This design comes from an exercise in tuning for small area on the open sky130 flow, not from production work.
Only simulation tests tie the RTL to the original design; equivalence was not proved.
The flow treats the clock pin as an ideal source, which a real chip does not have.
Power and IR drop assume default switching activity.

==> flow/design.v <==
package id_pkg;
	localparam int DATA_W     = 32;           
	localparam int INST_W     = 32;           
	localparam int REG_ADDR_W = 5;            
	localparam int REG_NUM    = 32;           
endpackage
`timescale 1ns/100ps
`timescale 1ns/100ps
`timescale 1ns/100ps
module id_sel_aoi3
(
	input  logic [2:0] sel_i,
	input  logic [2:0] data_i,
	output logic       n_o
);
	assign n_o = !(|(sel_i & data_i));
endmodule
module id_operand_sel
#(
	parameter int N = 34
)
(
	input  logic [N-1:0] sel_i,
	input  logic [N-1:0] data_i,
	output logic         bit_o
);
	localparam int G = N / 3;            
	localparam int R = N - 3 * G;        
	logic [G-1:0] grp_n;
	logic         rest_n;
	generate
		for (genvar g = 0; g < G; g++)
		begin : g_grp
			id_sel_aoi3 aoi_i (
				.sel_i  (sel_i[3*g +: 3]),
				.data_i (data_i[3*g +: 3]),
				.n_o    (grp_n[g])
			);
		end
		if (R == 0)
		begin : g_r0
			assign rest_n = 1'b1;
		end
		else
		begin : g_rn
			assign rest_n = !(|(sel_i[N-1:3*G] & data_i[N-1:3*G]));
		end
	endgenerate
	assign bit_o = !(&{grp_n, rest_n});
endmodule
`timescale 1ns/100ps
`timescale 1ns/100ps
module id_stage
(
	input  logic                  clk_i,
	input  logic                  rst_n_i,
	input  logic [id_pkg::INST_W-1:0]     inst_i,
	input  logic                  ex_fwd_we_i,      
	input  logic [id_pkg::REG_ADDR_W-1:0] ex_fwd_addr_i,
	input  logic [id_pkg::DATA_W-1:0]     ex_fwd_data_i,
	input  logic                  mem_fwd_we_i,     
	input  logic [id_pkg::REG_ADDR_W-1:0] mem_fwd_addr_i,
	input  logic [id_pkg::DATA_W-1:0]     mem_fwd_data_i,
	input  logic                  wb_we_i,          
	input  logic [id_pkg::REG_ADDR_W-1:0] wb_addr_i,
	input  logic [id_pkg::DATA_W-1:0]     wb_data_i,
	output logic [7:0]            aluop_o,
	output logic [2:0]            alusel_o,
	output logic [id_pkg::DATA_W-1:0]     reg1_o,
	output logic [id_pkg::DATA_W-1:0]     reg2_o,
	output logic [id_pkg::REG_ADDR_W-1:0] wd_o,
	output logic                  wreg_o
);
	localparam int W = id_pkg::DATA_W;
	logic [5:0] op, funct;
	logic [4:0] rs, rt, rd, shamt;
	logic [15:0] imm16;
	assign op    = inst_i[31:26];
	assign rs    = inst_i[25:21];
	assign rt    = inst_i[20:16];
	assign rd    = inst_i[15:11];
	assign shamt = inst_i[10:6];
	assign funct = inst_i[5:0];
	assign imm16 = inst_i[15:0];
	logic [7:0] fn_aluop, op_aluop, aluop_d;
	logic       fn_shamt, sp_legal, im_legal, is_lui, is_sext;
	always_comb
	begin
		case (funct)
			6'h24: fn_aluop = 8'h24;
			6'h25: fn_aluop = 8'h25;
			6'h26: fn_aluop = 8'h26;
			6'h27: fn_aluop = 8'h27;
			6'h00: fn_aluop = 8'h7c;
			6'h02: fn_aluop = 8'h02;
			6'h03: fn_aluop = 8'h03;
			6'h04: fn_aluop = 8'h7c;
			6'h06: fn_aluop = 8'h02;
			6'h07: fn_aluop = 8'h03;
			6'h0b: fn_aluop = 8'h0b;
			6'h0a: fn_aluop = 8'h0a;
			6'h2a: fn_aluop = 8'h2a;
			6'h2b: fn_aluop = 8'h2b;
			6'h20: fn_aluop = 8'h20;
			6'h21: fn_aluop = 8'h21;
			6'h22: fn_aluop = 8'h22;
			6'h23: fn_aluop = 8'h23;
			default: fn_aluop = 8'h00;
		endcase
		case (op)
			6'h0c: op_aluop = 8'h24;
			6'h0d: op_aluop = 8'h25;
			6'h0e: op_aluop = 8'h26;
			6'h0f: op_aluop = 8'h25;
			6'h0a: op_aluop = 8'h2a;
			6'h0b: op_aluop = 8'h2b;
			6'h08: op_aluop = 8'h55;
			6'h09: op_aluop = 8'h56;
			default: op_aluop = 8'h00;
		endcase
	end
	assign fn_shamt = (funct == 6'h00) || (funct == 6'h02) || (funct == 6'h03);
	assign sp_legal = (op == 6'h00) && (fn_aluop != 8'h00) && (fn_shamt ? (rs == 5'd0) : (shamt == 5'd0));
	assign im_legal = (op[5:3] == 3'b001);     
	assign is_lui   = (op == 6'h0f);
	assign is_sext  = (op[5:2] == 4'b0010);    
	assign aluop_d = sp_legal ? fn_aluop : op_aluop;
	logic [W-1:0]  regs [1:31];
	logic [31:1]   wsel;                       
	logic [W-1:0]  wdata;
	assign wdata = wb_data_i & {W{rst_n_i}};
	genvar gi;
	generate
		for (gi = 1; gi < 32; gi++)
		begin : g_rf
			assign wsel[gi] = wb_we_i && (wb_addr_i == gi);
			always_ff @(posedge clk_i)
				if (wsel[gi] || !rst_n_i)
					regs[gi] <= wdata;
		end
	endgenerate
	logic [4:0]   ra   [2];
	logic [1:0]   ren;
	assign ra[0]  = rs;
	assign ra[1]  = rt;
	assign ren[0] = rst_n_i && ((sp_legal && !fn_shamt) || im_legal);
	assign ren[1] = rst_n_i && sp_legal;
	logic [W-1:0] reg1_d, reg2_d;
	logic         sh_imm, lo_imm, hi_imm, sx_imm;
	assign sh_imm = rst_n_i && sp_legal && fn_shamt;
	assign lo_imm = rst_n_i && im_legal && !is_lui;
	assign hi_imm = rst_n_i && is_lui;
	assign sx_imm = rst_n_i && is_sext && imm16[15];
	generate
		for (genvar p = 0; p < 2; p++)
		begin : g_rd
			logic ex_hit, mem_hit, wb_hit, s_rf;
			logic [33:0] s;
			assign ex_hit  = ex_fwd_we_i && (ex_fwd_addr_i == ra[p]);
			assign mem_hit = mem_fwd_we_i && (mem_fwd_addr_i == ra[p]);
			assign wb_hit  = wb_we_i && (wb_addr_i == ra[p]) && (ra[p] != 5'd0);
			assign s[0]    = ren[p] && ex_hit;
			assign s[1]    = ren[p] && !ex_hit && mem_hit;
			assign s[2]    = ren[p] && !ex_hit && !mem_hit && wb_hit;
			assign s_rf    = ren[p] && !ex_hit && !mem_hit && !wb_hit;
			for (genvar i = 1; i < 32; i++)
			begin : g_r
				assign s[i+2] = s_rf && (ra[p] == i);
			end
			for (genvar b = 0; b < W; b++)
			begin : g_b
				logic [33:0] d;
				assign d[0] = ex_fwd_data_i[b];
				assign d[1] = mem_fwd_data_i[b];
				assign d[2] = wb_data_i[b];
				for (genvar i = 1; i < 32; i++)
				begin : g_d
					assign d[i+2] = regs[i][b];
				end
				if (p == 0 && b < 5)
				begin : g_sh
					id_operand_sel #(.N(35)) sel_i (.sel_i({sh_imm, s}), .data_i({shamt[b], d}), .bit_o(reg1_d[b]));
				end
				else if (p == 0)
				begin : g_r1
					id_operand_sel #(.N(34)) sel_i (.sel_i(s), .data_i(d), .bit_o(reg1_d[b]));
				end
				else if (b < 16)
				begin : g_lo
					id_operand_sel #(.N(35)) sel_i (.sel_i({lo_imm, s}), .data_i({imm16[b], d}), .bit_o(reg2_d[b]));
				end
				else
				begin : g_hi
					id_operand_sel #(.N(36)) sel_i (.sel_i({sx_imm, hi_imm, s}), .data_i({sx_imm, imm16[b-16], d}), .bit_o(reg2_d[b]));
				end
			end
		end
	endgenerate
	logic [6:0]   aluop_q;
	logic [W-1:0] reg1_q, reg2_q;
	logic [4:0]   wd_q;
	always_ff @(posedge clk_i)
	begin
		aluop_q <= aluop_d[6:0] & {7{rst_n_i}};
		reg1_q  <= reg1_d;
		reg2_q  <= reg2_d;
		wd_q    <= (im_legal && !sp_legal ? rt : rd) & {5{rst_n_i}};
	end
	logic legal_q, mov_q;
	assign aluop_o = {1'b0, aluop_q[6:5], aluop_q[6], aluop_q[3:0]};
	assign legal_q = |aluop_q;
	assign mov_q   = aluop_q[3] && !aluop_q[5];    
	always_comb
	begin
		if (!legal_q)
			alusel_o = 3'd0;
		else if (aluop_q[6] && aluop_q[3])
			alusel_o = 3'd2;                       
		else if (aluop_q[6])
			alusel_o = 3'd4;                       
		else if (!aluop_q[5])
			alusel_o = aluop_q[3] ? 3'd3 : 3'd2;   
		else if (aluop_q[2] && !aluop_q[3])
			alusel_o = 3'd1;                       
		else
			alusel_o = 3'd4;                       
	end
	assign reg1_o = reg1_q;
	assign reg2_o = reg2_q;
	assign wd_o   = wd_q;
	assign wreg_o = legal_q && !(mov_q && (aluop_q[0] ? (reg2_q == '0) : (reg2_q != '0)));
endmodule
==> flow/run.sh <==
#!/bin/bash
# synth_recipe.tcl (not shown) runs the flow's synth.tcl, then flattens the netlist and writes it again
# the make line also repeats each setting of config.mk as NAME=value (left out here)
make -C /OpenROAD-flow-scripts/flow DESIGN_CONFIG=/design/flow/config.mk WORK_HOME=/design/flow/orfs CLKGATE_MAP_FILE= SYNTH_SCRIPT=/design/flow/synth_recipe.tcl finish
==> flow/config.mk <==
export PLATFORM = sky130hd
export DESIGN_NAME = id_stage
export DESIGN_NICKNAME = id_stage
export VERILOG_FILES = /design/flow/design.v
export SDC_FILE = /design/flow/constraint.sdc
export NUM_CORES = 4
export LEC_CHECK = 0
export CAP_MARGIN = 20
export CORE_MARGIN = 2
export CORE_UTILIZATION = 70
export CTS_BUF_LIST = sky130_fd_sc_hd__clkbuf_4
export GPL_TIMING_DRIVEN = 0
export PLACE_DENSITY = 0.8
export SLEW_MARGIN = 20
export SYNTH_HIERARCHICAL = 1
==> flow/constraint.sdc <==
create_clock -name core_clock -period 5.0 [get_ports {clk_i}]
set_input_delay 1.0000 -clock core_clock [delete_from_list [all_inputs] [get_ports {clk_i}]]
set_output_delay 1.0000 -clock core_clock [all_outputs]
set_load 0.01 [all_outputs]
==> impl_metrics.tcl, run 1 <==
set metrics [dict create \
    status "aborted with a tool error" \
    flow.stopped_at "global routing" \
    error_line "[ERROR GRT-0232] Routing congestion too high. Check the congestion heatmap in the GUI." \
    synth-simple-area-share_pct 6.93 \
    dpl_cell_area_sq_um 50600 \
    cts_hold_buffers 0 \
    post_cts_buffers 0 \
    synth_top_family_by_area "compound AO/OA/AOI/OAI gates" \
    crit_endpoint "wreg_o" \
    async_flop_share_pct 0 \
    root_buffer "clkbuf_4" \
    syn-cell-area_sq_um 42800 \
    dp_hpwl_um 133000 \
    synth_nets 2624 \
    ctsHtreeMaxLevel 5 \
    clock-sinks 1067 \
    clockBufferDepth 4 \
    synth_compound_area_share_pct 18.8 \
    overflow 14 \
    netlist_instances 2474 \
    grt_usage_pct 76.1 \
    worst-ep-kind "output port" \
    finalWeightedCongestion 0.934 \
    ys_ff_latch 1067 \
    preCtsSetupSlack_ps -1020 \
    synth_seq_area_share_pct 73.0 \
    grt_max_degree 33 \
    boundaryPins 229 \
    synth-xor-area-share_pct 0.613 \
    num_rows 90 \
    synth_mux_area_share_pct 0.0234 \
    synth_edf_count 992 \
    die_h_um 251 \
    ys.flop_type "edfxtp_1" \
    synth_adder_area_share_pct 0.0584 \
    ys.warnings.count 9 \
    initial_core_util_pct 70.9 \
    synth_cell_type_count 56 \
    die_w_um 251 \
    numCtsBuffers 275 \
    antenna_found_initial 23 \
    synth.avg_cell_area_sq_um 17.3 \
    numPortBuffers 216 \
]
[power by group through the flow]
stage                     logic [mW]  clock network (mW)  registers (mW)
after floorplan                0.346                   0            11.0
after global placement         0.802                   0            11.1
after detailed placement        1.07                   0            11.1
after CTS                       1.09                7.34            11.0
[per-stage QoR]
step,TNS [ps],cells,total power [mW]
3_3_place_gp,-3558000,3472,11.9
3_5_place_dp,-38300,3725,12.2
4_1_cts,0,4182,19.4
2_1_floorplan,0,2474,11.4
[routing by layer]
metal,GRT overflow,GRT usage [%]
met3,0,65.6
met4,6,66.1
met5,0,41.3
met2,8,88.2
met1,0,80.0
[modules after synthesis (local to each module, per instance), a selection]
| module | cells inside | area [sq um] |
|---|---|---|
| id_stage | 1477 | 33800 |
| id_sel_aoi3 | 1 | 10.0 |
[cells by family after synthesis]
| kind of cell | after synthesis |
|---|---|
| muxes | 1 |
| other | 1 |
| buffers and inverters | 51 |
| AOI/OAI and AO/OA | 828 |
| and+or+nand+nor | 494 |
| adders and majority gates | 2 |
| DFF | 1067 |
| xor gates and xnor gates | 30 |
[how the worst max path moves through the flow]
stage                               endpoint          startpoint  slack (ps)
after CTS                             wreg_o  reg2_q[12]$_DFF_P_          20
after global placement     reg2_q[3]$_DFF_P_           inst_i[3]       -5470
after floorplan           reg2_q[16]$_DFF_P_          inst_i[21]         160
after detailed placement   reg1_q[1]$_DFF_P_           inst_i[5]       -1020
[what timing repair did]
item / CTS
setup endpoints to repair: 1
gates resized for setup: 1
endpoints found under the hold margin: 0
[Yosys cell counts (2+ instances only)]
cell / instances / area (sq um)
nand4b_1: 3 / 26.3
nor2b_1: 15 / 93.8
and4_1: 16 / 140
or2_2: 2 / 12.5
buf_6: 3 / 33.8
nor2_1: 27 / 101
a222oi_1: 720 / 7210
buf_1: 6 / 22.5
nand3b_1: 2 / 15.0
edfxtp_1: 992 / 29800
o21ai_0: 32 / 160
nand3_1: 71 / 355
nand4_1: 148 / 926
buf_4: 2 / 15.0
and2_1: 38 / 238
o2111ai_1: 2 / 17.5
a22o_1: 21 / 184
or4_1: 23 / 173
nor3_1: 32 / 160
a2111o_1: 27 / 304
xnor2_1: 9 / 78.8
o22ai_1: 2 / 12.5
nand2_1: 38 / 143
nor3_2: 9 / 90.1
clkbuf_1: 33 / 124
xor2_1: 21 / 184
buf_2: 3 / 15.0
dfxtp_1: 75 / 1500
a21boi_0: 5 / 37.5
or3_1: 16 / 100
nor3b_1: 3 / 22.5
ha_1: 2 / 25.0
o21a_1: 2 / 15.0
nor4_1: 30 / 188
inv_1: 4 / 15.0
and2b_1: 2 / 15.0
a21oi_1: 8 / 40.0
nand2b_1: 12 / 75.1
==> run 2, diff against run 1 <==
--- a/flow/config.mk
+++ b/flow/config.mk
@@ -7,9 +7,7 @@
 export LEC_CHECK = 0
 export CAP_MARGIN = 20
 export CORE_MARGIN = 2
-export CORE_UTILIZATION = 70
-export CTS_BUF_LIST = sky130_fd_sc_hd__clkbuf_4
-export GPL_TIMING_DRIVEN = 0
-export PLACE_DENSITY = 0.8
+export CORE_UTILIZATION = 40
+export PLACE_DENSITY = 0.6
 export SLEW_MARGIN = 20
 export SYNTH_HIERARCHICAL = 1
==> run 2 against run 1 <==
  * Now clean on timing, DRC and antenna
  * Synthesized cell count stayed put
  * Synthesized area unchanged
==> impl_metrics.tcl, run 2 <==
set metrics [dict create \
    holdCritPathClass "flop to flop" \
    dpl_cell_area_sq_um 50200 \
    ys.warnings.count 9 \
    vdd_drop_max_uv 278 \
    synth_mux_area_share_pct 0.0234 \
    synth_adder_area_share_pct 0.0584 \
    preCtsSetupSlack_ps -218 \
    finalWeightedCongestion 0.949 \
    use_met3_pct 12.8 \
    worstPathMaxFanout 2 \
    largest_register_ffs 992 \
    die_w_um 331 \
    cp_cell_sequence "nor4_1 > nand4_1 > nor2_1 > xnor2_1 > a21oi_1 > clkdlybuf4s50_1" \
    drv_slew 0 \
    slowest_stage "nor4_1" \
    synth.avg_cell_area_sq_um 17.3 \
    area_growth_pct 26.0 \
    setup-violations-final 0 \
    synth_top_area_share_pct 69.5 \
    synth.top_cells.by_count "992 x edfxtp_1, 720 x a222oi_1, 148 x nand4_1, 75 x dfxtp_1, 71 x nand3_1" \
    syn-cell-area_sq_um 42800 \
    initial_core_util_pct 40.2 \
    grt_max_degree 38 \
    cts_resized 0 \
    setup_ws_ps 357 \
    boundaryPins 229 \
    ys_ff_latch 1067 \
    layout.nets 3182 \
    ant_nets 0 \
    fp.dieArea_sq_um 110000 \
    synth_cell_type_count 56 \
    drv_cap 0 \
    drc 0 \
    max_freq_ghz 0.215 \
    reg_top3 "regs (992), reg1_q (32), reg2_q (32)" \
    synth-xor-area-share_pct 0.613 \
    drt-initial-drc-count 9921 \
    tightest_slew_ps 1180 \
    skew_ps 24.6 \
    ctsHtreeMaxLevel 3 \
    synth_edf_count 992 \
    grt_setup_unrepaired "false" \
    busiest_layer "met2" \
    worstHoldStart "regs[31][27]$_DFFE_PP_" \
    period_needed_ps 4640 \
    synth_seq_area_share_pct 73.0 \
    grt_pass1_vias 34000 \
    antenna_found_initial 7 \
    ys.flop_type "edfxtp_1" \
    use_met1_pct 43.4 \
    num_rows 120 \
    timing.rr.start "regs[13][8]$_DFFE_PP_" \
    layout_common_cells "992 x edfxtp_1, 720 x a222oi_1, 225 x clkdlybuf4s50_1" \
    die_h_um 331 \
    clk_latency_ps 720 \
    grt_usage_pct 33.9 \
    num_vias 35300 \
    cts_tree "yes" \
    numPortBuffers 227 \
    crit_path_start_kind "flop" \
    fin_util_pct 50.6 \
    detail_route.wl_per_cell_um 42.7 \
    critPathArrivalTime_ps 3640 \
    synth_top_family_by_area "compound AO/OA/AOI/OAI gates" \
    cts_hold_buffers 0 \
    overflow 0 \
    core_area_sq_um 107000 \
    yosysTopAreaCell "edfxtp_1" \
    leakage_nw 17.9 \
    viasPerCell 7.78 \
    numCtsBuffers 108 \
    crit_type "flop to primary output" \
    critPathTopFamily "simple AND/OR/NAND/NOR gates" \
    yosys-top-cells-area "edfxtp_1 70%, a222oi_1 17%, dfxtp_1 3.5%, nand4_1 2.2%, nand3_1 0.83%" \
    clock-sinks 1067 \
    grt_pass1_wl_um 261000 \
    end_kind "primary output" \
    drt_wl_total_um 194000 \
    synth-simple-area-share_pct 6.93 \
    startpoint "reg2_q[7]$_DFF_P_" \
    post_cts_buffers 0 \
    power_mw 20.5 \
    dp_hpwl_um 121000 \
    synth_compound_area_share_pct 18.8 \
    post-route-cell-area_sq_um 54000 \
    fill_cells 8687 \
    grtUsageMet2_pct 48.8 \
    clockBufferDepth 3 \
    max_stage_delay_ps 780 \
    finalCritPeriodShare_pct 92.9 \
    status "finished clean" \
    finalHoldViolCount 0 \
    critPathBufInv 1 \
    fin_setup_tns_ps 0 \
    regMostFlops "regs" \
    synth_nets 2624 \
    synth.most_common_cell "edfxtp_1" \
    netlist_instances 2474 \
    async_flop_share_pct 0 \
    path_clk_slew_ps 60 \
    final_common_cell "edfxtp_1" \
    drt-pass1-iter-count 13 \
    pwr_density_cell_nw_per_um2 379 \
    drive_above_1_share_pct 17.9 \
    root_buffer "clkbuf_16" \
    maxSlewHeadroom_pct 21.3 \
    required_ps 4000 \
]
==> run 2: cell counts after synthesis <==
Identical to the previous run, type by type.
==> run 2: metrics by stage <==
stage,instances,hold WS [ps]
2_1_floorplan,2474,461
3_3_place_gp,4319,484
3_5_place_dp,4324,485
4_1_cts,4529,496
5_1_grt,4531,512
6_report,4534,499
==> run 2: path summary, 6_finish.rpt <==
kind	end	slack [ps]	cells past startpoint
worst max-delay path	wreg_o	360	6
worst min-delay path	reg1_q[27]$_DFF_P_	500	1
worst max register to register	reg2_q[8]$_DFF_P_	3000	4
worst min register to register	reg1_q[27]$_DFF_P_	500	1
==> run 2: layout make-up <==
cell class,instances,area (sq um),area share (%)
Multi-Input combinational cell,1356,12200,22.6
Timing Repair Buffer,495,5000,9.26
Clock inverter,56,673,1.25
Antenna cell,4,10.0,0.0185
Inverter,4,15.0,0.0278
Sequential cell,1067,31300,58.0
Tap cell,1403,1760,3.25
Clock buffer,149,3050,5.65
==> run 2: layer usage <==
layer,share of wire (%),routed length [um]
met1,34,65700
met2,42,80500
met3,18,34300
met4,6.8,13100
met5,0.036,69
==> run 2: kinds of logic (layout without fill, tap and decap cells) <==
| group | after synthesis | count (layout) |
|---|---|---|
| xor gates and xnor gates | 30 | 30 |
| adders and majority gates | 2 | 2 |
| buffers and inverters | 51 | 704 |
| muxes | 1 | 1 |
| AOI/OAI and AO/OA | 828 | 828 |
| DFF | 1067 | 1067 |
| and+or+nand+nor | 494 | 494 |
| other | 1 | 5 |
==> run 2: Yosys stat by module, one instance, submodules excluded, a selection <==
module       cells inside  times used  area, sq um  flops+latches
id_stage             1477           1        33800           1067
id_sel_aoi3             1         720         10.0              0
==> run 2: power breakdown <==
part	total, mW	switching, mW	leakage (nW)	internal (mW)
clock network	8.49	3.50	1.82	4.99
registers	11.0	0.378	10.2	10.6
logic	1.02	0.734	5.91	0.284
total	20.5	4.62	17.9	15.9
==> run 3, diff against run 2 <==
--- a/flow/design.v
+++ b/flow/design.v
@@ -47,6 +47,14 @@
 		end
 	endgenerate
 	assign bit_o = !(&{grp_n, rest_n});
+endmodule
+module id_sel_nor2
+(
+	input  logic a_n_i,
+	input  logic b_n_i,
+	output logic y_o
+);
+	assign y_o = !(a_n_i || b_n_i);
 endmodule
 `timescale 1ns/100ps
 `timescale 1ns/100ps
@@ -163,9 +171,19 @@
 			assign s[1]    = ren[p] && !ex_hit && mem_hit;
 			assign s[2]    = ren[p] && !ex_hit && !mem_hit && wb_hit;
 			assign s_rf    = ren[p] && !ex_hit && !mem_hit && !wb_hit;
+			logic [3:0] hi_n;
+			logic [7:0] lo_n;
+			for (genvar g = 0; g < 4; g++)
+			begin : g_hi
+				assign hi_n[g] = !(s_rf && (ra[p][4:3] == g));
+			end
+			for (genvar k = 0; k < 8; k++)
+			begin : g_lo
+				assign lo_n[k] = !(ra[p][2:0] == k);
+			end
 			for (genvar i = 1; i < 32; i++)
 			begin : g_r
-				assign s[i+2] = s_rf && (ra[p] == i);
+				id_sel_nor2 dec_i (.a_n_i(hi_n[i / 8]), .b_n_i(lo_n[i % 8]), .y_o(s[i+2]));
 			end
 			for (genvar b = 0; b < W; b++)
 			begin : g_b
==> flow/flow/run.sh (new file) <==
#!/bin/bash
# Standard ORFS layout with: synthesis buffers removed, small port buffers,
# one buffer per high-fanout net before repair_design, and a clock tree
# without dummy loads whose clustering is picked from a few trials on the
# placed design (least added area with estimated flip-flop clock slew under 90 ps).
# Each tool's output goes to a log here and under orfs/logs.
set -euo pipefail
cd "$(dirname "$0")/.."
W=$(pwd)
RES=$W/orfs/results/sky130hd/id_stage/base
bash standard.sh synth > synth.log 2>&1
PLACE_VARS=(
	"BUFFER_PORTS_ARGS=-buffer_cell sky130_fd_sc_hd__buf_2"
	"PRE_GLOBAL_PLACE_TCL=$W/flow/rmbuf.tcl"
	"PRE_RESIZE_TCL=$W/flow/hfbuf.tcl"
)
bash standard.sh "${PLACE_VARS[@]}" place > place.log 2>&1

BASE="-sink_clustering_enable -repair_clock_nets -dont_use_dummy_load"
CANDS=(
	"-buf_list sky130_fd_sc_hd__clkbuf_16 -sink_clustering_size 25 -sink_clustering_max_diameter 70"
	"-buf_list sky130_fd_sc_hd__clkbuf_16 -sink_clustering_size 30 -sink_clustering_max_diameter 80"
	"-buf_list sky130_fd_sc_hd__clkbuf_8 -sink_clustering_size 16 -sink_clustering_max_diameter 50"
	"-buf_list sky130_fd_sc_hd__clkbuf_8 -sink_clustering_size 20 -sink_clustering_max_diameter 60"
	"-buf_list sky130_fd_sc_hd__clkbuf_4 -sink_clustering_size 10 -sink_clustering_max_diameter 40"
	"-buf_list sky130_fd_sc_hd__clkbuf_4 -sink_clustering_size 12 -sink_clustering_max_diameter 45"
	"-buf_list sky130_fd_sc_hd__clkbuf_4 -sink_clustering_size 8 -sink_clustering_max_diameter 35"
)
BEST="$BASE ${CANDS[0]}"
BEST_AREA=1000000
i=0
for c in "${CANDS[@]}"; do
	r=$(CTS_TRY_RESULTS=$RES CTS_TRY_ARGS="$BASE $c" openroad -no_init -exit $W/flow/cts_try.tcl > cts_try_$i.log 2>&1; grep '^CTS_TRY' cts_try_$i.log || true)
	echo "trial $i: $c -> $r" >> cts_try.log
	if [[ -n "$r" ]]; then
		a=$(echo "$r" | awk '{print $2}'); s=$(echo "$r" | awk '{print $3}')
		if awk -v a="$a" -v s="$s" -v b="$BEST_AREA" 'BEGIN { exit !(s < 0.090 && a < b) }'; then
			BEST="$BASE $c"; BEST_AREA=$a
		fi
	fi
	i=$((i+1))
done
echo "chosen: $BEST" >> cts_try.log

bash standard.sh "${PLACE_VARS[@]}" "CTS_ARGS=$BEST" finish > layout.log 2>&1
==> flow/flow/cts_try.tcl (new file) <==
# Trial clock tree on the placed design: prints the added cell area and the
# largest flip-flop clock-pin slew for the CTS arguments in $::env(CTS_TRY_ARGS).
set plat $::env(FLOW_HOME)/platforms/sky130hd
set res $::env(CTS_TRY_RESULTS)
read_liberty $plat/lib/sky130_fd_sc_hd__tt_025C_1v80.lib
read_db $res/3_place.odb
read_sdc $res/3_place.sdc
source $plat/setRC.tcl
set_dont_use [get_lib_cells {sky130_fd_sc_hd__probe* sky130_fd_sc_hd__lpflow*}]
set a0 [rsz::design_area]
clock_tree_synthesis {*}$::env(CTS_TRY_ARGS)
estimate_parasitics -placement
set mx 0
foreach p [get_pins -hierarchical */CLK] {
  set sl [get_property $p slew_max]
  if {$sl > $mx} { set mx $sl }
}
puts "CTS_TRY [expr {[rsz::design_area] - $a0}] $mx"
==> flow/flow/hfbuf.tcl (new file) <==
# Runs before ORFS's repair_design (PRE_RESIZE_TCL): drive each high-fanout
# signal net through one small buffer, so that repair_design has little left
# to fix and does not build its own deep trees of large buffers.
set n_ins 0
foreach net [get_nets *] {
  set pins [get_pins -of_objects $net]
  if {[llength $pins] < 12} { continue }
  set drv [get_pins -of_objects $net -filter "direction==output"]
  if {[llength $drv] != 1} { continue }
  set dcell [get_cells -of_objects $drv]
  set ref [get_property $dcell ref_name]
  if {[string match *buf* $ref] || [string match *clk* [get_full_name $net]]} { continue }
  insert_buffer -buffer_cell sky130_fd_sc_hd__buf_6 -net [get_full_name $net]
  incr n_ins
}
puts "hfbuf: inserted $n_ins buffers"
estimate_parasitics -placement
==> flow/flow/rmbuf.tcl (new file) <==
# Runs before global placement (PRE_GLOBAL_PLACE_TCL): remove the buffers that
# synthesis left in the netlist, as ORFS does in timing-driven placement; the
# port buffers and repair_design add back what is needed.
remove_buffers
==> flow/standard.sh (new file) <==
#!/bin/bash
# synth_recipe.tcl (not shown) runs the flow's synth.tcl, then flattens the netlist and writes it again
# the make line also repeats each setting of config.mk as NAME=value (left out here)
make -C /OpenROAD-flow-scripts/flow DESIGN_CONFIG=/design/flow/config.mk WORK_HOME=/design/flow/orfs CLKGATE_MAP_FILE= SYNTH_SCRIPT=/design/flow/synth_recipe.tcl "${@:-finish}"
--- a/flow/config.mk
+++ b/flow/config.mk
@@ -5,9 +5,11 @@
 export SDC_FILE = /design/flow/constraint.sdc
 export NUM_CORES = 4
 export LEC_CHECK = 0
-export CAP_MARGIN = 20
+export CAP_MARGIN = 30
 export CORE_MARGIN = 2
 export CORE_UTILIZATION = 40
+export GPL_TIMING_DRIVEN = 0
 export PLACE_DENSITY = 0.6
-export SLEW_MARGIN = 20
+export SETUP_SLACK_MARGIN = 0.4
+export SLEW_MARGIN = 30
 export SYNTH_HIERARCHICAL = 1
removed: flow/run.sh
==> run 3 against run 2 <==
  * Fmax increased by 6.5%
  * Routed wire length shrank 2.7%
  * Synthesized area fell by 1.1%
  * Final area is 11% lower
  * Critical path type unchanged
  * Critical endpoint unchanged
  * Highest routed layer unchanged
==> impl_metrics.tcl, run 3 <==
set metrics [dict create \
    finalHoldViolCount 0 \
    crit_type "flop to primary output" \
    async_flop_share_pct 0 \
    boundaryPins 229 \
    initial_core_util_pct 40.3 \
    netlist_instances 2416 \
    die_w_um 330 \
    layout.nets 2964 \
    worstPathMaxFanout 2 \
    viasPerCell 8.04 \
    path_clk_slew_ps 90 \
    grt_pass1_wl_um 250000 \
    tightest_slew_ps 1010 \
    grt_pass1_vias 32300 \
    yosysTopAreaCell "edfxtp_1" \
    crit_path_start_kind "flop" \
    antenna_found_initial 10 \
    setup_ws_ps 642 \
    drc 0 \
    cp.depth 6 \
    synth_cell_type_count 53 \
    grt_setup_unrepaired "false" \
    skew_ps 94.8 \
    synth.most_common_cell "edfxtp_1" \
    yosys-top-cells-area "edfxtp_1 70%, a222oi_1 17%, dfxtp_1 3.5%, nand4_1 2.2%, nor2_1 0.73%" \
    status "finished clean" \
    synth_top_area_share_pct 70.3 \
    fill_cells 8916 \
    synth.avg_cell_area_sq_um 17.5 \
    num_rows 119 \
    drv_cap 0 \
    layout_common_cells "992 x edfxtp_1, 720 x a222oi_1, 226 x buf_2" \
    drv_slew 0 \
    r2r_cells 3 \
    syn-cell-area_sq_um 42400 \
    finalWeightedCongestion 0.882 \
    drive_above_1_share_pct 15.7 \
    cts_tree "yes" \
    synth.top_cells.by_count "992 x edfxtp_1, 720 x a222oi_1, 149 x nand4_1, 83 x nor2_1, 75 x dfxtp_1" \
    max_stage_delay_ps 840 \
    r2r_end "reg2_q[28]$_DFF_P_" \
    endpoint "wreg_o" \
    clk_latency_ps 710 \
    synth_nets 2566 \
    ant_nets 0 \
    maxSlewHeadroom_pct 32.7 \
    reg_top3 "regs (992), reg1_q (32), reg2_q (32)" \
    post_cts_buffers 0 \
    critPathBufInv 1 \
    numPortBuffers 227 \
    holdCritPathClass "flop to flop" \
    power_mw 16.7 \
    cp_cell_sequence "nor4_2 > nand4_1 > nor2_1 > and4b_1 > a211oi_1 > buf_2" \
    ys.flop_type "edfxtp_1" \
    preCtsSetupSlack_ps 331 \
    dp_hpwl_um 96100 \
    switching_share_pct 22.9 \
    final_common_cell "edfxtp_1" \
    clockPowerShare_pct 29.4 \
    drt_wl_total_um 188000 \
    switchingPower_mw 3.81 \
    area_growth_pct 13.9 \
    vdd_drop_max_uv 327 \
    numCtsBuffers 60 \
    seqPwrFrac_pct 65.5 \
    clock-sinks 1067 \
    num_vias 33900 \
    p_comb_share_pct 5.2 \
    r2r_slack_ps 2940 \
    critPathArrivalTime_ps 3360 \
    finalCritPeriodShare_pct 87.2 \
    startpoint "reg2_q[0]$_DFF_P_" \
    cts_resized 0 \
    core_area_sq_um 105000 \
    hold_depth 1 \
    drt-initial-drc-count 10400 \
    critPathTopFamily "simple AND/OR/NAND/NOR gates" \
    power.internal_mw 12.9 \
    overflow 0 \
    regMostFlops "regs" \
    period_needed_ps 4360 \
    post-route-cell-area_sq_um 48300 \
    slowest_stage "nor4_2" \
    cts_hold_buffers 0 \
    max_freq_ghz 0.229 \
    detail_route.wl_per_cell_um 44.7 \
    synth_seq_area_share_pct 73.8 \
    required_ps 4000 \
    dpl_cell_area_sq_um 46700 \
    leakage_nw 16.1 \
    die_h_um 330 \
    largest_register_ffs 992 \
    grt_max_degree 59 \
    fp.dieArea_sq_um 109000 \
    drt-pass1-iter-count 13 \
    ys.warnings.count 9 \
    grt_usage_pct 33.4 \
    timing.rr.start "regs[1][28]$_DFFE_PP_" \
    end_kind "primary output" \
    pwr_density_cell_nw_per_um2 345 \
    ys_ff_latch 1067 \
    setup-violations-final 0 \
    synth_edf_count 992 \
]
==> run 3: cell types whose count changed after synthesis, sizes merged, moves of 14 or more <==
cell	previous run	this run
nor2	27	83
and4	16	1
nor3	41	7
nand3	71	55
nor4	31	17
nand2	38	24
==> run 3: per-stage QoR <==
step | util (%) | hold WS (ps) | setup TNS, ps | cells
2_1_floorplan | - | 461 | 0 | 2416
4_1_cts | 45.8 | 513 | 0 | 4203
3_5_place_dp | 44.4 | 490 | 0 | 4143
3_3_place_gp | 42.9 | 494 | -3188050 | 4007
5_1_grt | 45.8 | 533 | 0 | 4203
6_report | 45.9 | 523 | 0 | 4219
==> run 3: power by group through the flow <==
stage,clock network [mW],logic (mW),registers (mW)
after floorplan,0,0.322,11.0
after global placement,0,0.720,11.1
after detailed placement,0,0.820,11.1
after CTS,4.88,0.821,10.9
after global routing,5.16,0.876,11.0
final,4.90,0.864,10.9
==> run 3: cell type report, clock buffers not listed <==
cell class	count	area, sq um	area share (%)
Inverter	6	22.5	0.0466
Timing Repair Buffer	363	2680	5.56
Sequential cell	1067	31300	64.8
Multi-Input combinational cell	1316	11000	22.8
Antenna cell	16	40.0	0.0829
Tap cell	1391	1740	3.60
==> run 3: worst min-delay path by stage <==
stage | start | end
global placement | regs[31][25]$_DFFE_PP_ | reg1_q[25]$_DFF_P_
detailed placement | regs[31][25]$_DFFE_PP_ | reg1_q[25]$_DFF_P_
CTS | regs[31][25]$_DFFE_PP_ | reg1_q[25]$_DFF_P_
global route | regs[31][13]$_DFFE_PP_ | reg1_q[13]$_DFF_P_
floorplan | regs[31][16]$_DFFE_PP_ | reg1_q[16]$_DFF_P_
finish | regs[31][25]$_DFFE_PP_ | reg1_q[25]$_DFF_P_
==> run 3: cell families after synthesis <==
family,share of synthesized area [%]
xor+xnor,0.620
simple gates,6.15
flops,73.8
other cells,0.00885
fa+ha+maj,0.0590
mux,0.0472
compound gates,19.0
buf+inv,0.313
==> run 3: modules after synthesis (local to each module, per instance), a selection <==
module / times used / flops+latches
id_stage: 1 / 1067
id_sel_nor2: 62 / 0
id_sel_aoi3: 720 / 0
==> run 3: worst reg2reg max path: stages (launching register included) <==
cell	delay (ps)
edfxtp_1	400
a222oi_1	660
nand4_1	430
or3_1	470
==> run 3: layer usage <==
layer | wire, um | global-route usage [%]
met1 | 63300 | 43.1
met2 | 76400 | 47.5
met3 | 37200 | 15.4
met4 | 11400 | 16.1
met5 | 129 | 0.522
==> run 4, diff against run 3 <==
--- a/flow/flow/run.sh
+++ b/flow/flow/run.sh
@@ -2,7 +2,7 @@
 # Standard ORFS layout with: synthesis buffers removed, small port buffers,
 # one buffer per high-fanout net before repair_design, and a clock tree
 # without dummy loads whose clustering is picked from a few trials on the
-# placed design (least added area with estimated flip-flop clock slew under 90 ps).
+# placed design (least added area with estimated flip-flop clock slew under 100 ps).
 # Each tool's output goes to a log here and under orfs/logs.
 set -euo pipefail
 cd "$(dirname "$0")/.."
@@ -34,7 +34,7 @@
 	echo "trial $i: $c -> $r" >> cts_try.log
 	if [[ -n "$r" ]]; then
 		a=$(echo "$r" | awk '{print $2}'); s=$(echo "$r" | awk '{print $3}')
-		if awk -v a="$a" -v s="$s" -v b="$BEST_AREA" 'BEGIN { exit !(s < 0.090 && a < b) }'; then
+		if awk -v a="$a" -v s="$s" -v b="$BEST_AREA" 'BEGIN { exit !(s < 0.100 && a < b) }'; then
 			BEST="$BASE $c"; BEST_AREA=$a
 		fi
 	fi
--- a/flow/flow/hfbuf.tcl
+++ b/flow/flow/hfbuf.tcl
@@ -10,7 +10,7 @@
   set dcell [get_cells -of_objects $drv]
   set ref [get_property $dcell ref_name]
   if {[string match *buf* $ref] || [string match *clk* [get_full_name $net]]} { continue }
-  insert_buffer -buffer_cell sky130_fd_sc_hd__buf_6 -net [get_full_name $net]
+  insert_buffer -buffer_cell sky130_fd_sc_hd__buf_4 -net [get_full_name $net]
   incr n_ins
 }
 puts "hfbuf: inserted $n_ins buffers"
--- a/flow/config.mk
+++ b/flow/config.mk
@@ -5,11 +5,11 @@
 export SDC_FILE = /design/flow/constraint.sdc
 export NUM_CORES = 4
 export LEC_CHECK = 0
-export CAP_MARGIN = 30
+export CAP_MARGIN = 20
 export CORE_MARGIN = 2
 export CORE_UTILIZATION = 40
 export GPL_TIMING_DRIVEN = 0
 export PLACE_DENSITY = 0.6
 export SETUP_SLACK_MARGIN = 0.4
-export SLEW_MARGIN = 30
+export SLEW_MARGIN = 20
 export SYNTH_HIERARCHICAL = 1
==> run 4 against run 3 <==
  * Via count up 1.8%
  * Register-to-register slack better by 90 ps
  * Combinational power down 2.8%
  * Fmax down 2.1%
==> impl_metrics.tcl, run 4 <==
set metrics [dict create \
    synth.avg_cell_area_sq_um 17.5 \
    dp_hpwl_um 95800 \
    power_mw 16.4 \
    status "finished clean" \
    worstPathMaxFanout 2 \
    setup_ws_ps 546 \
    synth_seq_area_share_pct 73.8 \
    boundaryPins 229 \
    grt_usage_pct 33.7 \
    yosys-top-cells-area "edfxtp_1 70%, a222oi_1 17%, dfxtp_1 3.5%, nand4_1 2.2%, nor2_1 0.73%" \
    synth_cell_type_count 53 \
    grt_setup_unrepaired "false" \
    cts_tree "yes" \
    skew_ps 122 \
    reg_top3 "regs (992), reg1_q (32), reg2_q (32)" \
    holdCritPathClass "primary input to flop" \
    leakage_nw 16.1 \
    preCtsSetupSlack_ps 188 \
    area_growth_pct 12.4 \
    cts_hold_buffers 0 \
    overflow 0 \
    regMostFlops "regs" \
    layout_common_cells "992 x edfxtp_1, 720 x a222oi_1, 226 x buf_2" \
    post_cts_buffers 0 \
    initial_core_util_pct 40.3 \
    synth.top_cells.by_count "992 x edfxtp_1, 720 x a222oi_1, 149 x nand4_1, 83 x nor2_1, 75 x dfxtp_1" \
    clock-sinks 1067 \
    crit_type "flop to primary output" \
    drc 0 \
    grt_pass1_vias 33200 \
    synth.most_common_cell "edfxtp_1" \
    r2r_cells 3 \
    detail_route.wl_per_cell_um 43.7 \
    fp.dieArea_sq_um 109000 \
    r2r_slack_ps 3030 \
    drt-initial-drc-count 10700 \
    pwr_density_cell_nw_per_um2 343 \
    die_w_um 330 \
    ys.warnings.count 9 \
    ys_ff_latch 1067 \
    yosysTopAreaCell "edfxtp_1" \
    layout.nets 3087 \
    netlist_instances 2416 \
    synth_edf_count 992 \
    core_area_sq_um 105000 \
    drt-pass1-iter-count 14 \
    viasPerCell 7.96 \
    largest_register_ffs 992 \
    path_clk_slew_ps 60 \
    startpoint "reg2_q[0]$_DFF_P_" \
    r2r_end "reg2_q[28]$_DFF_P_" \
    synth_nets 2566 \
    ys.flop_type "edfxtp_1" \
    grt_max_degree 59 \
    max_freq_ghz 0.225 \
    endpoint "wreg_o" \
    grt_pass1_wl_um 251000 \
    num_vias 34500 \
    async_flop_share_pct 0 \
    ant_nets 0 \
    synth_top_area_share_pct 70.3 \
    instances_no_fill 4334 \
    holdWs_ps 290 \
    hold_depth 3 \
    timing.rr.start "regs[1][28]$_DFFE_PP_" \
    placedCellCount 4143 \
    clk_latency_ps 1090 \
    numPortBuffers 227 \
    drt_wl_total_um 189000 \
    period_needed_ps 4450 \
    finalHoldViolCount 0 \
    drive_above_1_share_pct 19.2 \
    required_ps 4000 \
    maxSlewHeadroom_pct 6.30 \
    die_h_um 330 \
    antenna_found_initial 11 \
    crit_path_start_kind "flop" \
    tightest_slew_ps 1400 \
    finalCritPeriodShare_pct 89.1 \
    finalWeightedCongestion 0.882 \
    num_rows 119 \
    setup-violations-final 0 \
    drv_cap 0 \
    final_common_cell "edfxtp_1" \
    syn-cell-area_sq_um 42400 \
    critPathArrivalTime_ps 3450 \
    vdd_drop_max_uv 145 \
    drv_slew 0 \
    end_kind "primary output" \
    numCtsBuffers 183 \
]
run 4: worst min path at each step:
stage	from	end	slack (ps)
6_report	inst_i[19]	wd_q[3]$_DFF_P_	290
2_1_floorplan	regs[31][16]$_DFFE_PP_	reg1_q[16]$_DFF_P_	460
5_1_grt	mem_fwd_data_i[16]	reg1_q[16]$_DFF_P_	260
4_1_cts	mem_fwd_data_i[16]	reg1_q[16]$_DFF_P_	190
3_5_place_dp	regs[31][25]$_DFFE_PP_	reg1_q[25]$_DFF_P_	490
3_3_place_gp	regs[31][25]$_DFFE_PP_	reg1_q[25]$_DFF_P_	490
run 4: final cells by class, clock buffers not listed:
type,instances,area [sq um]
multi-input cells,1316,11000
inverters,6,22.5
repair buffers,363,2180
diodes,8,20.0
well taps,1391,1740
flip-flops and latches,1067,31300
fillers,9116,57600
run 4: timing repair:
item | in CTS | in global routing
endpoints found under the setup margin | 1 | 1
gates resized for setup | 2 | 3
pin swaps | 1 | 1
run 4: per-stage QoR:
| stage | area, sq um | setup TNS [ps] | util [%] |
|---|---|---|---|
| finish | 47700 | 0 | 45.3 |
| global route | 47700 | 0 | 45.3 |
| CTS | 47600 | 0 | 45.2 |
| detailed placement | 46200 | 0 | 43.9 |
| global placement | 45200 | -3188050 | 42.9 |
| floorplan | 42400 | 0 | - |
run 4: critical path, cell delays in order, from the launching register on:
cell and delay (ps):
dfxtp_1 350, nor4_4 630, nand4_1 640, nor2_1 330, and4b_1 230, a211oi_1 50, buf_2 160
run 4: power breakdown:
| group | total (mW) | internal [mW] | switching [mW] | leakage [nW] |
|---|---|---|---|---|
| clock network | 4.59 | 1.66 | 2.92 | 0.842 |
| registers | 10.9 | 10.6 | 0.366 | 10.2 |
| logic | 0.840 | 0.177 | 0.663 | 5.03 |
| total | 16.4 | 12.4 | 3.95 | 16.1 |
run 4: metal layers:
layer,global-route usage [%],part of all wire [%]
met1,42.9,33
met2,47.2,40
met3,16.2,20
met4,18.4,6.3
met5,0.174,0.025
run 4: logic make-up after synthesis:
family          Yosys count  share of synthesized area, %
flops                  1067                          73.8
other cells               1                       0.00885
buf+inv                  33                         0.313
mux                       2                        0.0472
xor+xnor                 30                         0.620
fa+ha+maj                 2                        0.0590
simple gates            455                          6.15
compound gates          826                          19.0
run 4: per-module statistics from Yosys, one instance, submodules excluded, a selection:
module,cell area [sq um],times used,flip-flops and latches
id_stage,33100,1,1067
id_sel_nor2,3.75,62,0
id_sel_aoi3,10.0,720,0

afterwards: timing with drivers on the ports:
How much do the figures lean on ideal ports? The routed layouts below were timed once more, with nothing changed but the port constraints. Step 1 sets driving cells, clkbuf_16 on the clock port and buf_2 on the other inputs (assumed; they add their load-dependent delay and slew). Step 2 times the ports against the registers' clock, not the clock port: input delays grow and output delays shrink by t, the midpoint of the rising clock arrivals with the driver on. Three values: ideal ports, drivers, drivers and shift; two values: the first two.
| run | t, ns | setup slack, ns | worst data-port slew with drivers (ns) |
|---|---|---|---|
| run 2 | 0.770 | 0.357 / 0.287 / -0.306 | 0.18 |
| run 3 | 0.729 | 0.642 / 0.573 / -0.014 | 0.07 |
| run 4 | 1.115 | 0.546 / 0.484 / -0.108 | 0.08 |
With both steps, setup timing fails in every run listed, where it was met with ideal ports. The setup slack of run 2, which loses most, moves by -0.070 ns with the drivers and by -0.663 ns with both steps.
